Context: an optimization exercise on an open-source flow, tuned for small area, a short achievable clock period and few clock cycles per item. The choices shown serve that exercise and are no tape-out recipe. The RTL was checked by simulation tests, not by an equivalence proof against the original design. Power and IR drop assume default switching activity.

## flow/design.v (module list and top-level ports; edited modules follow where they fit)
// module operand_store: 44 lines
// module block_scheduler: 66 lines
// module tile_mac: 747 lines
// module result_store: 52 lines
// module block_matmul_top: 160 lines
module block_matmul_top (
    input  logic                clk_i,
    input  logic                rstn_i,
    input  logic                start_i,
    input  logic                north_wr_en_i,
    input  mesh_pkg::data_t     north_wr_data_i,
    input  logic                north_wr_reset_i,
    input  logic                west_wr_en_i,
    input  mesh_pkg::data_t     west_wr_data_i,
    input  logic                west_wr_reset_i,
    input  mesh_pkg::mem_addr_t result_addr_i,
    output logic                north_empty_o,
    output logic                west_empty_o,
    output logic                alloc_done_o,
    output logic                mult_done_o,
    output mesh_pkg::data_t     result_data_o
);
  // ...
==> flow/run.sh <==
#!/bin/bash
# synth_recipe.tcl (not shown) runs the flow's synth.tcl, then flattens the netlist and writes it again
# the make line also repeats each setting of config.mk as NAME=value (left out here)
make -C /OpenROAD-flow-scripts/flow DESIGN_CONFIG=/design/flow/config.mk WORK_HOME=/design/flow/orfs CLKGATE_MAP_FILE= SYNTH_SCRIPT=/design/flow/synth_recipe.tcl finish
==> flow/config.mk <==
export PLATFORM = sky130hd
export DESIGN_NAME = block_matmul_top
export DESIGN_NICKNAME = block_matmul_top
export VERILOG_FILES = /design/flow/design.v
export SDC_FILE = /design/flow/constraint.sdc
export NUM_CORES = 4
export LEC_CHECK = 0
export CAP_MARGIN = 20
export CORE_MARGIN = 2
export CORE_UTILIZATION = 40
export SLEW_MARGIN = 20
==> flow/constraint.sdc <==
create_clock -name core_clock -period 11.0 [get_ports {clk_i}]
set_input_delay 2.2000 -clock core_clock [delete_from_list [all_inputs] [get_ports {clk_i}]]
set_output_delay 2.2000 -clock core_clock [all_outputs]
set_load 0.01 [all_outputs]
==> metrics.md, run 1 <==
| Metric | Value |
|---|---|
| Clock group total power | `between 10 and 15 mW` |
| Multi-input logic cell count | `around 6,200` |
| Syn_area_per_cell | `13.31 sq um` |
| Final Non-Filler Cells | `15,897` |
| Met2 Use GR | `0.3759` |
| Commonest non-fill, non-tap cells in the layout | `edfxtp_1 (2,048), inv_1 (1,261), a22oi_1 (1,024)` |
| Status | `complete, no violations` |
| Largest cell class by area | `registers` |
| Initial core utilization | `0.4012` |
| TNS Setup | `0 ps` |
| Vias in the first global route | `97,015` |
| Largest net degree at the start of global routing | `185` |
| CP Class | `flip-flop to flip-flop` |
| Area of all sequential standard cells | `74,950 sq um` |
| Num sequential | `2,697` |
| Seq/Total Area, Yosys | `0.5061` |
| Leakage Power | `59.41 nW` |
| Met2 WL | `208,000 um` |
| Worst slack at placement | `4971 ps` |
| Switching Share | `0.3963` |
| Post-synth top cells | `edfxtp_1 (2,048), inv_1 (1,261), a22oi_1 (1,024), fa_1 (880), xnor2_1 (770)` |
| Main combinational cell family by area after synthesis | `adder cells` |
| YS warnings | `4` |
| Clock buf count | `401` |
| Post-synth top area share | `0.4162` |
| IO Pins | `111` |
| Highest metal used | `met5` |
| Cell repeated most along the worst path | `xnor2_1` |
| Syn nets | `12,311` |
| CP max-delay cell | `dfxtp_4` |
| Startpoint Class | `flip-flop` |
Testbench counts, summed over its fixed seeds: cycles 1,600, items 64.
==> module operand_store, before the edit <==
module operand_store (
    input  logic              clk_i,
    input  logic              rstn_i,
    input  logic              wr_en_i,
    input  logic [31:0]       wr_data_i,
    input  logic              wr_reset_i,
    output logic [15:0][31:0] mem_o,
    output logic [4:0]        fill_o,
    output logic              empty_o,
    output logic              full_o
);
    logic [15:0][31:0] mem_q;
    logic [4:0]        fill_q;
    logic [15:0]       wr_sel_q;
    logic              empty_q;
    logic              wr_accept;
    assign wr_accept = wr_en_i && !fill_q[4] && !wr_reset_i;
    always_ff @(posedge clk_i or negedge rstn_i) begin
        if (!rstn_i) begin
            fill_q   <= '0;
            wr_sel_q <= 16'd1;
            empty_q  <= 1'b1;
        end else if (wr_reset_i) begin
            fill_q   <= '0;
            wr_sel_q <= 16'd1;
            empty_q  <= 1'b1;
        end else if (wr_accept) begin
            fill_q   <= fill_q + 5'd1;
            wr_sel_q <= {wr_sel_q[14:0], wr_sel_q[15]};
            empty_q  <= 1'b0;
        end
    end
    always_ff @(posedge clk_i) begin
        for (int n = 0; n < 16; n++) begin
            if (wr_accept && wr_sel_q[n]) begin
                mem_q[n] <= wr_data_i;
            end
        end
    end
    assign mem_o   = mem_q;
    assign fill_o  = fill_q;
    assign empty_o = empty_q;
    assign full_o  = fill_q[4];
endmodule
==> module block_scheduler, before the edit <==
module block_scheduler (
    input  logic       clk_i,
    input  logic       rstn_i,
    input  logic [4:0] fill_a_i,
    input  logic [4:0] fill_b_i,
    input  logic       restart_i,
    output logic       issue_o,
    output logic [1:0] i_o,
    output logic [1:0] k_o,
    output logic       last_o,
    output logic       seq_done_o
);
    logic [3:0] step_q;
    logic [1:0] i_q, k_q;
    logic       seq_done_q;
    logic       ready;
    logic [3:0] step_nx;
    logic [1:0] i_nx, k_nx;
    assign step_nx = step_q + 4'd1;
    always_comb begin
        case (step_nx)
            4'd0:    begin i_nx = 2'd0; k_nx = 2'd0; end
            4'd1:    begin i_nx = 2'd1; k_nx = 2'd0; end
            4'd2:    begin i_nx = 2'd0; k_nx = 2'd1; end
            4'd3:    begin i_nx = 2'd1; k_nx = 2'd1; end
            4'd4:    begin i_nx = 2'd2; k_nx = 2'd0; end
            4'd5:    begin i_nx = 2'd2; k_nx = 2'd1; end
            4'd6:    begin i_nx = 2'd0; k_nx = 2'd2; end
            4'd7:    begin i_nx = 2'd1; k_nx = 2'd2; end
            4'd8:    begin i_nx = 2'd2; k_nx = 2'd2; end
            4'd9:    begin i_nx = 2'd3; k_nx = 2'd0; end
            4'd10:   begin i_nx = 2'd3; k_nx = 2'd1; end
            4'd11:   begin i_nx = 2'd3; k_nx = 2'd2; end
            4'd12:   begin i_nx = 2'd0; k_nx = 2'd3; end
            4'd13:   begin i_nx = 2'd1; k_nx = 2'd3; end
            4'd14:   begin i_nx = 2'd2; k_nx = 2'd3; end
            default: begin i_nx = 2'd3; k_nx = 2'd3; end
        endcase
    end
    assign ready      = (fill_a_i > {1'b0, i_q, k_q}) && (fill_b_i > {1'b0, k_q, 2'b11});
    assign issue_o    = !seq_done_q && ready && !restart_i;
    assign last_o     = (step_q == 4'd15);
    assign i_o        = i_q;
    assign k_o        = k_q;
    assign seq_done_o = seq_done_q;
    always_ff @(posedge clk_i or negedge rstn_i) begin
        if (!rstn_i) begin
            step_q     <= '0;
            i_q        <= '0;
            k_q        <= '0;
            seq_done_q <= 1'b0;
        end else if (restart_i) begin
            step_q     <= '0;
            i_q        <= '0;
            k_q        <= '0;
            seq_done_q <= 1'b0;
        end else if (issue_o) begin
            step_q <= step_nx;
            i_q    <= i_nx;
            k_q    <= k_nx;
            if (last_o) begin
                seq_done_q <= 1'b1;
            end
        end
    end
endmodule
==> module block_matmul_top, before the edit <==
module block_matmul_top (
    input  logic                clk_i,
    input  logic                rstn_i,
    input  logic                start_i,
    input  logic                north_wr_en_i,
    input  mesh_pkg::data_t     north_wr_data_i,
    input  logic                north_wr_reset_i,
    input  logic                west_wr_en_i,
    input  mesh_pkg::data_t     west_wr_data_i,
    input  logic                west_wr_reset_i,
    input  mesh_pkg::mem_addr_t result_addr_i,
    output logic                north_empty_o,
    output logic                west_empty_o,
    output logic                alloc_done_o,
    output logic                mult_done_o,
    output mesh_pkg::data_t     result_data_o
);
    logic [15:0][31:0] a_mem, b_mem;
    logic [4:0]        a_fill, b_fill;
    logic              a_full, b_full;
    logic              restart;
    logic              issue, last, seq_done;
    logic [1:0]        gi, gk;
    logic              start_ok;
    logic              pending_q, complete_q;
    logic [15:0]       one_q, two_q, neg_q;
    logic [3:0][31:0]  b_q;
    logic              v1_q, last1_q, fresh1_q, init1_q;
    logic [1:0]        row1_q;
    logic [3:0][31:0]  s_d, c_d, s_q, c_q;
    logic              v2_q, last2_q, fresh2_q;
    logic [1:0]        row2_q;
    logic              copy, copy_pipe;
    operand_store west_store (
        .clk_i      (clk_i),
        .rstn_i     (rstn_i),
        .wr_en_i    (west_wr_en_i),
        .wr_data_i  (west_wr_data_i),
        .wr_reset_i (west_wr_reset_i),
        .mem_o      (a_mem),
        .fill_o     (a_fill),
        .empty_o    (west_empty_o),
        .full_o     (a_full)
    );
    operand_store north_store (
        .clk_i      (clk_i),
        .rstn_i     (rstn_i),
        .wr_en_i    (north_wr_en_i),
        .wr_data_i  (north_wr_data_i),
        .wr_reset_i (north_wr_reset_i),
        .mem_o      (b_mem),
        .fill_o     (b_fill),
        .empty_o    (north_empty_o),
        .full_o     (b_full)
    );
    assign restart = west_wr_reset_i || north_wr_reset_i;
    block_scheduler u_sched (
        .clk_i      (clk_i),
        .rstn_i     (rstn_i),
        .fill_a_i   (a_fill),
        .fill_b_i   (b_fill),
        .restart_i  (restart),
        .issue_o    (issue),
        .i_o        (gi),
        .k_o        (gk),
        .last_o     (last),
        .seq_done_o (seq_done)
    );
    always_ff @(posedge clk_i) begin
        logic [31:0] a;
        a = a_mem[{gi, gk}];
        for (int m = 0; m < 16; m++) begin
            logic a2, a1, a0;
            a2 = a[2 * m + 1];
            a1 = a[2 * m];
            a0 = (m == 0) ? 1'b0 : a[2 * m - 1];
            one_q[m] <= a1 ^ a0;
            two_q[m] <= (a2 & !a1 & !a0) | (!a2 & a1 & a0);
            neg_q[m] <= a2;
        end
        for (int j = 0; j < 4; j++) begin
            b_q[j] <= b_mem[{gk, 2'(j)}];
        end
        last1_q <= last;
        init1_q <= (gk == 2'd0);
        row1_q  <= gi;
    end
    for (genvar j = 0; j < 4; j++) begin : g_mul
        tile_mac u_mac (
            .one_i (one_q),
            .two_i (two_q),
            .neg_i (neg_q),
            .b_i   (b_q[j]),
            .s_o   (s_d[j]),
            .c_o   (c_d[j])
        );
    end
    always_ff @(posedge clk_i) begin
        s_q     <= s_d;
        c_q     <= c_d;
        last2_q <= last1_q;
        row2_q  <= row1_q;
    end
    always_ff @(posedge clk_i or negedge rstn_i) begin
        if (!rstn_i) begin
            v1_q     <= 1'b0;
            fresh1_q <= 1'b0;
            v2_q     <= 1'b0;
            fresh2_q <= 1'b0;
        end else begin
            v1_q     <= issue;
            fresh1_q <= issue;
            v2_q     <= v1_q;
            fresh2_q <= fresh1_q && !restart;
        end
    end
    assign copy_pipe = pending_q && v2_q && last2_q;
    assign copy      = copy_pipe || (pending_q && complete_q);
    result_store u_result (
        .clk_i       (clk_i),
        .valid_i     (v2_q),
        .row_i       (row2_q),
        .next_row_i  (row1_q),
        .next_init_i (init1_q),
        .s_i         (s_q),
        .c_i         (c_q),
        .copy_i      (copy),
        .copy_pipe_i (copy_pipe),
        .rd_addr_i   (result_addr_i),
        .rd_data_o   (result_data_o)
    );
    assign start_ok = start_i && a_full && b_full && !pending_q;
    always_ff @(posedge clk_i or negedge rstn_i) begin
        if (!rstn_i) begin
            complete_q   <= 1'b0;
            pending_q    <= 1'b0;
            alloc_done_o <= 1'b0;
            mult_done_o  <= 1'b0;
        end else begin
            if (restart) begin
                complete_q <= 1'b0;
            end else if (v2_q && last2_q && fresh2_q) begin
                complete_q <= 1'b1;
            end
            if (start_ok) begin
                pending_q    <= 1'b1;
                alloc_done_o <= 1'b0;
                mult_done_o  <= 1'b0;
            end else begin
                if (pending_q && seq_done) begin
                    alloc_done_o <= 1'b1;
                end
                if (copy) begin
                    pending_q   <= 1'b0;
                    mult_done_o <= 1'b1;
                end
            end
        end
    end
endmodule
==> run 2, diff against run 1 <==
--- a/flow/design.v
+++ b/flow/design.v
@@ -18,6 +18,7 @@
     input  logic              wr_reset_i,
     output logic [15:0][31:0] mem_o,
     output logic [4:0]        fill_o,
+    output logic              wr_accept_o,
     output logic              empty_o,
     output logic              full_o
 );
@@ -49,6 +50,7 @@
             end
         end
     end
+    assign wr_accept_o = wr_accept;
     assign mem_o   = mem_q;
     assign fill_o  = fill_q;
     assign empty_o = empty_q;
@@ -60,6 +62,7 @@
     input  logic       rstn_i,
     input  logic [4:0] fill_a_i,
     input  logic [4:0] fill_b_i,
+    input  logic       wr_b_i,
     input  logic       restart_i,
     output logic       issue_o,
     output logic [1:0] i_o,
@@ -94,7 +97,9 @@
             default: begin i_nx = 2'd3; k_nx = 2'd3; end
         endcase
     end
-    assign ready      = (fill_a_i > {1'b0, i_q, k_q}) && (fill_b_i > {1'b0, k_q, 2'b11});
+    assign ready      = (fill_a_i > {1'b0, i_q, k_q}) &&
+                        ((fill_b_i > {1'b0, k_q, 2'b11}) ||
+                         (wr_b_i && fill_b_i == {1'b0, k_q, 2'b11}));
     assign issue_o    = !seq_done_q && ready && !restart_i;
     assign last_o     = (step_q == 4'd15);
     assign i_o        = i_q;
@@ -943,6 +948,7 @@
     logic [15:0][31:0] a_mem, b_mem;
     logic [4:0]        a_fill, b_fill;
     logic              a_full, b_full;
+    logic              a_wr, b_wr;
     logic              restart;
     logic              issue, last, seq_done;
     logic [1:0]        gi, gk;
@@ -964,6 +970,7 @@
         .wr_reset_i (west_wr_reset_i),
         .mem_o      (a_mem),
         .fill_o     (a_fill),
+        .wr_accept_o(a_wr),
         .empty_o    (west_empty_o),
         .full_o     (a_full)
     );
@@ -975,6 +982,7 @@
         .wr_reset_i (north_wr_reset_i),
         .mem_o      (b_mem),
         .fill_o     (b_fill),
+        .wr_accept_o(b_wr),
         .empty_o    (north_empty_o),
         .full_o     (b_full)
     );
@@ -984,6 +992,7 @@
         .rstn_i     (rstn_i),
         .fill_a_i   (a_fill),
         .fill_b_i   (b_fill),
+        .wr_b_i     (b_wr),
         .restart_i  (restart),
         .issue_o    (issue),
         .i_o        (gi),
@@ -1003,9 +1012,14 @@
             two_q[m] <= (a2 & !a1 & !a0) | (!a2 & a1 & a0);
             neg_q[m] <= a2;
         end
-        for (int j = 0; j < 4; j++) begin
+        for (int j = 0; j < 3; j++) begin
             b_q[j] <= b_mem[{gk, 2'(j)}];
         end
+        if (b_wr && b_fill == {1'b0, gk, 2'b11}) begin
+            b_q[3] <= north_wr_data_i;
+        end else begin
+            b_q[3] <= b_mem[{gk, 2'b11}];
+        end
         last1_q <= last;
         init1_q <= (gk == 2'd0);
         row1_q  <= gi;
==> flow/flow/run.sh (new file) <==
#!/bin/bash
set -o pipefail
export SETUP_SLACK_MARGIN=6.5
bash standard.sh > standard.log 2>&1
==> flow/standard.sh (new file) <==
#!/bin/bash
# synth_recipe.tcl (not shown) runs the flow's synth.tcl, then flattens the netlist and writes it again
# the make line also repeats each setting of config.mk as NAME=value (left out here)
make -C /OpenROAD-flow-scripts/flow DESIGN_CONFIG=/design/flow/config.mk WORK_HOME=/design/flow/orfs CLKGATE_MAP_FILE= SYNTH_SCRIPT=/design/flow/synth_recipe.tcl "${@:-finish}"
removed: flow/run.sh
==> metrics.md, run 2 <==
| Metric | Value |
|---|---|
| IO Pins | `111 (unchanged)` |
| Max-cap violation count | `0` |
| Clock sinks | `2,697` |
| Startpoint Class | `flip-flop` |
| Clk buf depth | `4` |
| Leakage Power | `61.19 nW (+3.0%)` |
| Critical path data arrival time | `5390 ps` |
| CTS clk-pin slew, worst paths | `60 ps` |
| Seq/Total Area, Yosys | `0.5056 (-0.0005266)` |
| Commonest non-fill, non-tap cell in the layout | `edfxtp_1` |
| Layout cells sized above 1 | `0.1454` |
| Total CTS buffers | `297` |
| Final core utilization | `0.4527` |
| Remaining DRCs | `0` |
| Critical-path cell list | `buf_6 -> buf_4 -> a22oi_1 -> xor2_1 -> fa_1 -> fa_1 -> fa_1 -> fa_2 -> xor2_2 -> xnor2_1 -> xnor2_1 -> xnor2_1 -> xnor2_1 -> xnor2_1 -> xnor2_1` |
| Reg2reg path depth | `15` |
| Slew Limit Fails | `0` |
| CP max-delay cell | `fa_1` |
| Final Hold Fails | `0` |
| Critical path required time | `11,780 ps` |
| Die ar. | `around 370,000 sq um` |
| DRT antenna net count | `0` |
| Slew @ Worst Pin | `1171 ps` |
| Vias in the first global route | `98,217 (+1.2%)` |
| RR Startpoint | `two_q[9]` |
| Root Buffer | `clkbuf_16` |
| Area of all sequential standard cells | `75,010 sq um (about the same)` |
| Fmax | `217.0 MHz` |
| Reg2reg end | `c_q[95]` |
| Final Critical Period | `4609 ps` |
| Post-synth EDFFs | `2,048` |
| Clock latency on the worst-skew pair | `roughly 930 ps` |
| Initial core utilization | `0.4014 (about the same)` |
| Post-DP HPWL | `298,700 um` |
| Via density | `roughly 6` |
| Post-synth top area share | `0.4157 (-0.0004329)` |
| Synth-to-layout area growth | `12.78%` |
| Worst path max stage delay | `520 ps` |
| Initial DRC Count | `12,187` |
| Placed insts | `about 16,000` |
| Overall Global Routing Usage | `0.2527` |
| Die width | `612.1 um` |
| First-pass DRT Iterations | `10` |
| H-tree levels | `5` |
| Main synth FF type | `edfxtp_1` |
| Largest net degree at the start of global routing | `181 (-2.2%)` |
| Post-synth top cells | `edfxtp_1 (2,048), inv_1 (1,263), a22oi_1 (1,022), fa_1 (880), xnor2_1 (768)` |
| I/O Buffers | `110` |
| Cell taking the most area after synthesis | `edfxtp_1` |
| Global-route wire length before repair | `approximately 700,000 um` |
| Cell repeated most along the worst path | `xnor2_1` |
| Worst Hold Endpoint | `last2_q` |
| R2r setup slk | `around 6400 ps` |
| RSZ-0062 raised after global routing | `true` |
| Final Non-Filler Cells | `16,279 (+2.4%)` |
| Slew margin rel. | `0.2137` |
| CP Max Fanout | `32` |
| # rows | `around 220` |
| Hold Buf Count CTS | `0` |
| Synth top area cells | `edfxtp_1 (42%), fa_1 (12%), mux4_2 (8.3%)` |
| Ys async rst share | `0.02225` |
| YS warnings | `4 (unchanged)` |
| Finish-stage setup viols | `0` |
| Chip height | `612.1 um` |
| Fill cells | `32,633` |
| FF+latch count, synth | `2,697` |
| Worst Hold Class | `flip-flop to flip-flop` |
| Status | `complete, no violations` |
| Syn nets | `12,432 (+0.98%)` |
| Peak VDD IR | `~0.23 mV` |
| Hold path depth | `0` |
| CP endpoint kind | `flip-flop` |
| Mapped Cells | `approximately 11,000` |
| Final instance area | `166,800 sq um` |
| Remaining global-route overflow | `0` |
| Final Cycle Share | `0.4190` |
| Crit path max-delay family | `adder cells` |
| DP Area | `153,900 sq um` |
| Placeable Area | `around 370,000 sq um` |
| Synthesized area | `147,900 sq um` |
| Tot Pwr | `42.10 mW` |
| CP Class | `flip-flop to flip-flop` |
| Syn_area_per_cell | `13.18 sq um (-0.97%)` |
| CTS tree | `built` |
| Pwr dens | `252.3 nW/um^2` |
| Commonest non-fill, non-tap cells in the layout | `edfxtp_1 (2,048), inv_1 (1,256), a22oi_1 (1,011)` |
| Area of the multi-input gates | `about 66,000 sq um` |
| Max Clock Skew | `52.65 ps` |
| Final nets | `12,279` |
| Most common cell in the netlist | `edfxtp_1` |
| Via count | `96,207` |
| CP Buf/Inv Count | `2` |
| Initial antenna violation count | `22` |
| Worst Hold Launch | `last1_q` |
| Yosys cell types | `81` |
| Drt wl/cell | `between 20 and 30 um` |
| Crit. path cell count | `15` |
| Drt total wl | `approximately 480,000 um` |
| GP Congestion | `roughly 0.9` |
-- run 2: worst max path at each step --
stage,start,to
floorplan,v2_q,u_result.res_q[0]
global placement,one_q[2],c_q[63]
detailed placement,one_q[2],c_q[63]
CTS,two_q[4],c_q[63]
global route,two_q[4],c_q[63]
finish,two_q[9],c_q[95]
-- run 2: worst reg2reg max path, stage by stage, from the launching register on --
cell	delay, ps
dfxtp_2	320
buf_6	400
buf_4	490
a22oi_1	200
xor2_1	190
fa_1	520
fa_1	410
fa_1	520
fa_2	400
xor2_2	160
xnor2_1	180
xnor2_1	150
xnor2_1	150
xnor2_1	150
xnor2_1	110
xnor2_1	160
-- run 2: timing repair --
item / in CTS / in global routing
hold endpoints to repair: 0 / 0
gates cloned: 13 / 9
gates resized for setup: 192 / 100
setup buffers: 77 / 28
setup endpoints to repair: 386 / 411
pin swaps: 21 / 65
-- run 2: final cells by class --
cell class	count	area share
Sequential cell	2697	0.4496
Multi-Input combinational cell	6346	0.3926
Clock buffer	388	0.04889
Tap cell	4950	0.03712
Timing Repair Buffer	465	0.03211
Inverter	1265	0.02849
Clock inverter	158	0.01104
Antenna cell	10	0.0001500
-- run 2: layer usage --
layer  share of wire  global-route usage
met4           0.050              0.1068
met5         0.00025                   0
met3           0.098             0.05123
met1            0.40              0.3473
met2            0.45              0.3902
-- run 2: metrics by stage --
step | hold WS [ps] | worst slack [ps] | setup TNS, ps
finish | 329.3 | 6391 | 0
global route | 338.3 | 6236 | 0
CTS | 331.4 | 6269 | 0
detailed placement | 318.5 | 5341 | 0
global placement | 317.4 | 5361 | 0
floorplan | 309.6 | -1706 | -873610
-- run 2: report_power, final --
group,switching [mW],internal (mW),total (mW)
registers,0.604,12.0,12.6
clock network,4.32,5.90,10.2
logic,12.2,7.10,19.3
total,17.1,25.0,42.1
-- run 2: cells by family after synthesis --
logic type,count (synthesis),share of synthesized area
and+or+nand+nor,1042,0.03042
muxes,618,0.08822
xor gates and xnor gates,1303,0.07720
buffers and inverters,2182,0.05578
AOI/OAI and AO/OA,2251,0.1024
adders and majority gates,1132,0.1404
DFF,2697,0.5056
Testbench counts of run 2, summed over its fixed seeds: cycles 1,536, items 64.

-- port drivers added, routing unchanged --
Ports are ideal in the flow. The routed layouts listed here were re-timed in OpenROAD.
Step 1 assumes that a clkbuf_16 drives the clock port and a buf_2 every other input.
Step 2, shift: input delay + t, output delay - t, t = (earliest + latest rising clock arrival at the registers) / 2. This alone moves slack from input paths to output paths.
Slacks: ideal / step 1 / step 2; pairs: ideal / step 1.
run | t, ns | slack for setup (ns) | worst setup path after step 2 | worst data-port slew with drivers (ns) | pins driven straight from the clock port
run 1 | 1.018 | 4.888 / 4.888 / 4.888 | register to register | 0.15 | 1
run 2 | 1.005 | 6.391 / 6.391 / 5.876 | input to register | 0.14 | 1
After both steps setup and hold are still met in every run listed. The setup slack of run 2, which loses most, moves by 0.000 ns with the drivers and by -0.515 ns with both steps.
